This design comes from an exercise in tuning for small area, a short achievable clock period and few clock cycles per item on the open sky130 flow, not from production work.

==> flow/design.v <==
localparam WINDOW_DEPTH    = 16;   
localparam REG_CTRL        = 8'h00;   
localparam REG_RESULT_BASE = 8'h04;
localparam REG_RESULT_MAX  = 8'h08;
localparam REG_WINDOW      = 8'h0C;   
localparam REG_STREAM      = 8'h10;   
localparam REG_STATUS      = 8'h14;
`timescale 1ns/10ps
module join_top (
  input  logic        ap_clk,
  input  logic        rst_n,
  input  logic        host_cyc,
  input  logic        host_stb,
  input  logic        host_we,
  input  logic [31:0] host_adr,
  input  logic [31:0] host_dat_w,
  output logic        host_ack,
  output logic [31:0] host_dat_r,
  output logic        mem_cyc,
  output logic        mem_stb,
  output logic        mem_we,
  output logic [31:0] mem_adr,
  output logic [31:0] mem_dat_w,
  input  logic        mem_ack,
  input  logic [31:0] mem_dat_r
);
localparam WINDOW_DEPTH    = 16;   
localparam REG_CTRL        = 8'h00;   
localparam REG_RESULT_BASE = 8'h04;
localparam REG_RESULT_MAX  = 8'h08;
localparam REG_WINDOW      = 8'h0C;   
localparam REG_STREAM      = 8'h10;   
localparam REG_STATUS      = 8'h14;
  logic        ack_q;         
  logic [7:0]  wkey [WINDOW_DEPTH];
  logic [7:0]  wval [WINDOW_DEPTH];
  logic [3:0]  wr_ptr;        
  logic        wfull;         
  logic [7:0]  p_key;         
  logic [7:0]  p_sval;
  logic [15:0] p_mask;        
  logic        p_valid;       
  logic [31:0] result_base;
  logic [15:0] result_max;
  logic [15:0] count;
  logic        over;
  logic        room_q;        
  logic        rc_q;          
  logic        stb_q;         
  logic [27:0] dat_q;         
  logic [31:2] adr_q;         
  logic        adr_c;         
  logic [31:0] rd_q;
  logic [15:0] p_below;       
  logic [15:0] p_low;         
  logic [15:0] p_rest;
  logic        free, take, issue, pop;
  logic [3:0] p_grp;          
  logic [3:0] p_grp_below;    
  always_comb begin
    for (int g = 0; g < 4; g++) p_grp[g] = |p_mask[4*g +: 4];
    p_grp_below[0] = 1'b0;
    p_grp_below[1] = p_grp[0];
    p_grp_below[2] = p_grp[0] | p_grp[1];
    p_grp_below[3] = p_grp[0] | p_grp[1] | p_grp[2];
    for (int g = 0; g < 4; g++) begin
      p_below[4*g]     = p_grp_below[g];
      p_below[4*g + 1] = p_grp_below[g] | p_mask[4*g];
      p_below[4*g + 2] = p_grp_below[g] | p_mask[4*g] | p_mask[4*g + 1];
      p_below[4*g + 3] = p_grp_below[g] | p_mask[4*g] | p_mask[4*g + 1] | p_mask[4*g + 2];
    end
  end
  assign p_low   = p_mask & ~p_below;
  assign p_rest  = p_mask & p_below;
  assign free    = !stb_q || mem_ack;         
  assign take    = free && p_valid;           
  assign issue   = take && room_q;
  logic [3:0] p_grp2;
  logic       p_multi;
  always_comb begin
    for (int g = 0; g < 4; g++)
      p_grp2[g] = (p_mask[4*g] & (p_mask[4*g+1] | p_mask[4*g+2] | p_mask[4*g+3]))
                | (p_mask[4*g+1] & (p_mask[4*g+2] | p_mask[4*g+3]))
                | (p_mask[4*g+2] & p_mask[4*g+3]);
    p_multi = (|p_grp2)
            | (p_grp[0] & (p_grp[1] | p_grp[2] | p_grp[3]))
            | (p_grp[1] & (p_grp[2] | p_grp[3]))
            | (p_grp[2] & p_grp[3]);
  end
  assign pop     = take && (!room_q || !p_multi);   
  logic [15:0] wvalid, match;    
  logic [7:0]  offset;
  logic        req, a_win, a_str, acc_win, ld_str, acc_str, acc_oth, acc;
  logic        op_base, op_max, op_clr;    
  assign offset  = host_adr[7:0];
  assign req     = host_cyc && host_stb && !ack_q;
  assign a_win   = host_we && (offset == REG_WINDOW);
  assign a_str   = host_we && (offset == REG_STREAM);
  assign acc_win = req && a_win && !p_mask[wr_ptr];
  assign ld_str  = req && a_str && (!p_valid || pop);   
  assign acc_str = ld_str || (req && a_str && !(|match));   
  assign acc_oth = req && !a_win && !a_str;
  assign acc     = acc_win || acc_str || acc_oth;
  logic win_q;
  always_ff @(posedge ap_clk or negedge rst_n) begin
    if (!rst_n) begin
      ack_q <= 1'b0;
      win_q   <= 1'b0;
      op_base <= 1'b0;
      op_max  <= 1'b0;
      op_clr  <= 1'b0;
    end else begin
      ack_q <= acc;
      win_q   <= acc_win;
      op_base <= acc_oth && host_we && (offset == REG_RESULT_BASE);
      op_max  <= acc_oth && host_we && (offset == REG_RESULT_MAX);
      op_clr  <= acc_oth && host_we && (offset == REG_CTRL) && host_dat_w[0];
    end
  end
  logic busy;
  assign busy = stb_q || p_valid;
  always_ff @(posedge ap_clk) begin
    case (offset)
      REG_RESULT_BASE: rd_q <= result_base;
      REG_RESULT_MAX:  rd_q <= {16'h0, result_max};
      REG_STATUS:      rd_q <= {14'h0, busy, over, count};
      default:         rd_q <= '0;
    endcase
  end
  assign host_ack   = ack_q;
  assign host_dat_r = rd_q;
  always_ff @(posedge ap_clk or negedge rst_n) begin
    if (!rst_n) begin
      result_base <= '0;
      result_max  <= '0;
    end else begin
      if (op_base) result_base <= host_dat_w;
      if (op_max)  result_max  <= host_dat_w[15:0];
    end
  end
  always_ff @(posedge ap_clk) begin
    if (win_q) begin
      wkey[wr_ptr] <= host_dat_w[15:8];
      wval[wr_ptr] <= host_dat_w[7:0];
    end
  end
  always_ff @(posedge ap_clk or negedge rst_n) begin
    if (!rst_n) begin
      wr_ptr <= '0;
      wfull  <= 1'b0;
    end else if (op_clr) begin
      wr_ptr <= '0;
      wfull  <= 1'b0;
    end else if (win_q) begin
      wr_ptr <= wr_ptr + 1'b1;
      if (wr_ptr == 4'hF) wfull <= 1'b1;
    end
  end
  always_comb begin
    for (int i = 0; i < WINDOW_DEPTH; i++) begin
      wvalid[i] = wfull || (4'(i) < wr_ptr);
      match[i]  = wvalid[i] && (wkey[i] == host_dat_w[15:8]);
    end
  end
  always_ff @(posedge ap_clk) begin
    if (!p_valid || pop) begin
      p_key  <= host_dat_w[15:8];
      p_sval <= host_dat_w[7:0];
    end
  end
  always_ff @(posedge ap_clk or negedge rst_n) begin
    if (!rst_n) begin
      p_mask  <= '0;
      p_valid <= 1'b0;
    end else if (ld_str) begin
      p_mask  <= match;
      p_valid <= |match;
    end else if (take) begin
      p_mask  <= room_q ? p_rest : '0;   
      p_valid <= !pop;
    end
  end
  logic [7:0] p_wval;
  logic [3:0] p_slot;
  always_comb begin
    p_wval = '0;
    p_slot = '0;
    for (int i = 0; i < 16; i++) begin
      p_wval = p_wval | ({8{p_low[i]}} & wval[i]);
      p_slot = p_slot | ({4{p_low[i]}} & 4'(i));
    end
  end
  always_ff @(posedge ap_clk) begin
    if (issue) dat_q <= {p_key, p_sval, p_wval, p_slot};
  end
  always_ff @(posedge ap_clk or negedge rst_n) begin
    if (!rst_n) begin
      stb_q <= 1'b0;
      count <= '0;
      over  <= 1'b0;
    end else if (op_clr) begin
      stb_q <= 1'b0;
      count <= '0;
      over  <= 1'b0;
    end else begin
      if (free) begin
        stb_q <= issue;
      end
      if (stb_q && mem_ack) count <= count + 1'b1;
      if (take && !room_q) over <= 1'b1;
    end
  end
  logic [16:0] count_p1, count_p2;
  assign count_p1 = {1'b0, count} + 17'd1;
  assign count_p2 = {1'b0, count} + 17'd2;
  always_ff @(posedge ap_clk or negedge rst_n) begin
    if (!rst_n) begin
      room_q <= 1'b0;
      rc_q   <= 1'b0;
    end else begin
      rc_q <= op_max || op_clr;
      if (rc_q)       room_q <= count < result_max;
      else if (issue) room_q <= stb_q ? (count_p2 != {1'b0, result_max})
                                      : (count_p1 != {1'b0, result_max});
    end
  end
  logic [8:0]  lo_sum, hi_sum0, hi_sum1;
  logic [16:0] adr_lo;
  assign lo_sum  = {1'b0, result_base[9:2]}   + {1'b0, count[7:0]};
  assign hi_sum0 = {1'b0, result_base[17:10]} + {1'b0, count[15:8]};
  assign hi_sum1 = {1'b0, result_base[17:10]} + {1'b0, count[15:8]} + 9'd1;
  assign adr_lo  = {lo_sum[8] ? hi_sum1 : hi_sum0, lo_sum[7:0]};
  always_ff @(posedge ap_clk) begin
    if (stb_q && mem_ack) begin
      adr_q <= adr_q + 1'b1;
      adr_c <= adr_c || (&adr_q[17:2]);
    end else begin
      {adr_c, adr_q[17:2]} <= adr_lo;
      adr_q[31:18]         <= result_base[31:18] + {13'h0, adr_c};
    end
  end
  assign mem_cyc   = stb_q;
  assign mem_stb   = stb_q;
  assign mem_we    = stb_q;
  assign mem_adr   = {adr_q, result_base[1:0]};
  assign mem_dat_w = {dat_q[27:4], 4'h0, dat_q[3:0]};
endmodule
export LEC_CHECK = 0
export CAP_MARGIN = 20
export CORE_MARGIN = 2
export CORE_UTILIZATION = 55
export CTS_CLUSTER_DIAMETER = 60
export CTS_CLUSTER_SIZE = 40
export SETUP_SLACK_MARGIN = 2.8
export SLEW_MARGIN = 20
export TNS_END_PERCENT = 10
create_clock -name core_clock -period 5.0 [get_ports {ap_clk}]
standard.sh (not shown) runs the stock make flow with config.mk's settings and CLKGATE_MAP_FILE= SYNTH_SCRIPT=/design/flow/synth_recipe.tcl, a recipe that flattens the netlist after the stock synthesis.
==> flow/flow/run.sh <==
#!/bin/bash
# The standard layout, with the port buffers made from sky130_fd_sc_hd__buf_2
# cells instead of the cell buffer_ports picks by default. The make output goes
# to flow_make.log here; ORFS's per-step logs stay under orfs/logs.
set -euo pipefail
export BUFFER_PORTS_ARGS="-buffer_cell sky130_fd_sc_hd__buf_2"
bash standard.sh finish > flow_make.log 2>&1
Next try:
--- a/flow/design.v
+++ b/flow/design.v
@@ -94,13 +94,13 @@
   logic        op_base, op_max, op_clr;    
   assign offset  = host_adr[7:0];
   assign req     = host_cyc && host_stb && !ack_q;
   assign a_win   = host_we && (offset == REG_WINDOW);
   assign a_str   = host_we && (offset == REG_STREAM);
   assign acc_win = req && a_win && !p_mask[wr_ptr];
-  assign ld_str  = req && a_str && (!p_valid || pop);   
+  assign ld_str  = req && a_str && !p_valid;   
   assign acc_str = ld_str || (req && a_str && !(|match));   
   assign acc_oth = req && !a_win && !a_str;
   assign acc     = acc_win || acc_str || acc_oth;
   logic win_q;
   always_ff @(posedge ap_clk or negedge rst_n) begin
     if (!rst_n) begin
@@ -160,13 +160,13 @@
     for (int i = 0; i < WINDOW_DEPTH; i++) begin
       wvalid[i] = wfull || (4'(i) < wr_ptr);
       match[i]  = wvalid[i] && (wkey[i] == host_dat_w[15:8]);
     end
   end
   always_ff @(posedge ap_clk) begin
-    if (!p_valid || pop) begin
+    if (!p_valid) begin
       p_key  <= host_dat_w[15:8];
       p_sval <= host_dat_w[7:0];
     end
   end
   always_ff @(posedge ap_clk or negedge rst_n) begin
     if (!rst_n) begin
@@ -177,20 +177,31 @@
       p_valid <= |match;
     end else if (take) begin
       p_mask  <= room_q ? p_rest : '0;   
       p_valid <= !pop;
     end
   end
-  logic [7:0] p_wval;
+  logic [7:0] p_wval, g_wval [4];
   logic [3:0] p_slot;
-  always_comb begin
+  logic [1:0] g_slot [4];
+  logic [3:0] g_first;        
+  always_comb begin
+    for (int g = 0; g < 4; g++) begin
+      logic [3:0] m;
+      m = p_mask[4*g +: 4];
+      g_wval[g] = m[0] ? wval[4*g]     :
+                  m[1] ? wval[4*g + 1] :
+                  m[2] ? wval[4*g + 2] : wval[4*g + 3];
+      g_slot[g] = m[0] ? 2'd0 : m[1] ? 2'd1 : m[2] ? 2'd2 : 2'd3;
+      g_first[g] = p_grp[g] & !p_grp_below[g];
+    end
     p_wval = '0;
     p_slot = '0;
-    for (int i = 0; i < 16; i++) begin
-      p_wval = p_wval | ({8{p_low[i]}} & wval[i]);
-      p_slot = p_slot | ({4{p_low[i]}} & 4'(i));
+    for (int g = 0; g < 4; g++) begin
+      p_wval = p_wval | ({8{g_first[g]}} & g_wval[g]);
+      p_slot = p_slot | ({4{g_first[g]}} & {2'(g), g_slot[g]});
     end
   end
   always_ff @(posedge ap_clk) begin
     if (issue) dat_q <= {p_key, p_sval, p_wval, p_slot};
   end
   always_ff @(posedge ap_clk or negedge rst_n) begin
- maximum frequency falls by 6.3%
- hold slack improved by 4.6 ps
- final area rises by 1.8%
- flip-flop and latch count does not change
- via count rises by 4.0%
- die area rises by 2.2%
- wire length rises by 4.7%
No run of this note included a check of the RTL's function; only the layout flow was run.

port drivers added, routing unchanged:
The results above use ideal ports. As a check the final layouts listed here were re-extracted and re-timed, cells and wires unchanged.
Step 1, drivers: a clkbuf_16 drives ap_clk and a buf_2 each remaining input, both assumed.
Step 2 also shifts input and output timing later by t, the mid clock arrival at the registers, as if the neighbouring blocks saw the same clock.
Slacks: no drivers / after step 1 / after step 2; pairs: no drivers / after step 1.
run	shift t [ns]	setup slack, ns	worst hold slack (ns)	worst slew at a driven data input, ns
the first run	0.595	2.504 / 2.504 / 2.047	0.421 / 0.421 / 0.421	0.05
the second run	0.609	2.335 / 2.335 / 2.027	0.425 / 0.425 / 0.425	0.06
After both steps setup and hold are still met in every run listed. The setup slack of the first run, which loses most, moves by 0.000 ns with the drivers and by -0.457 ns with both steps.
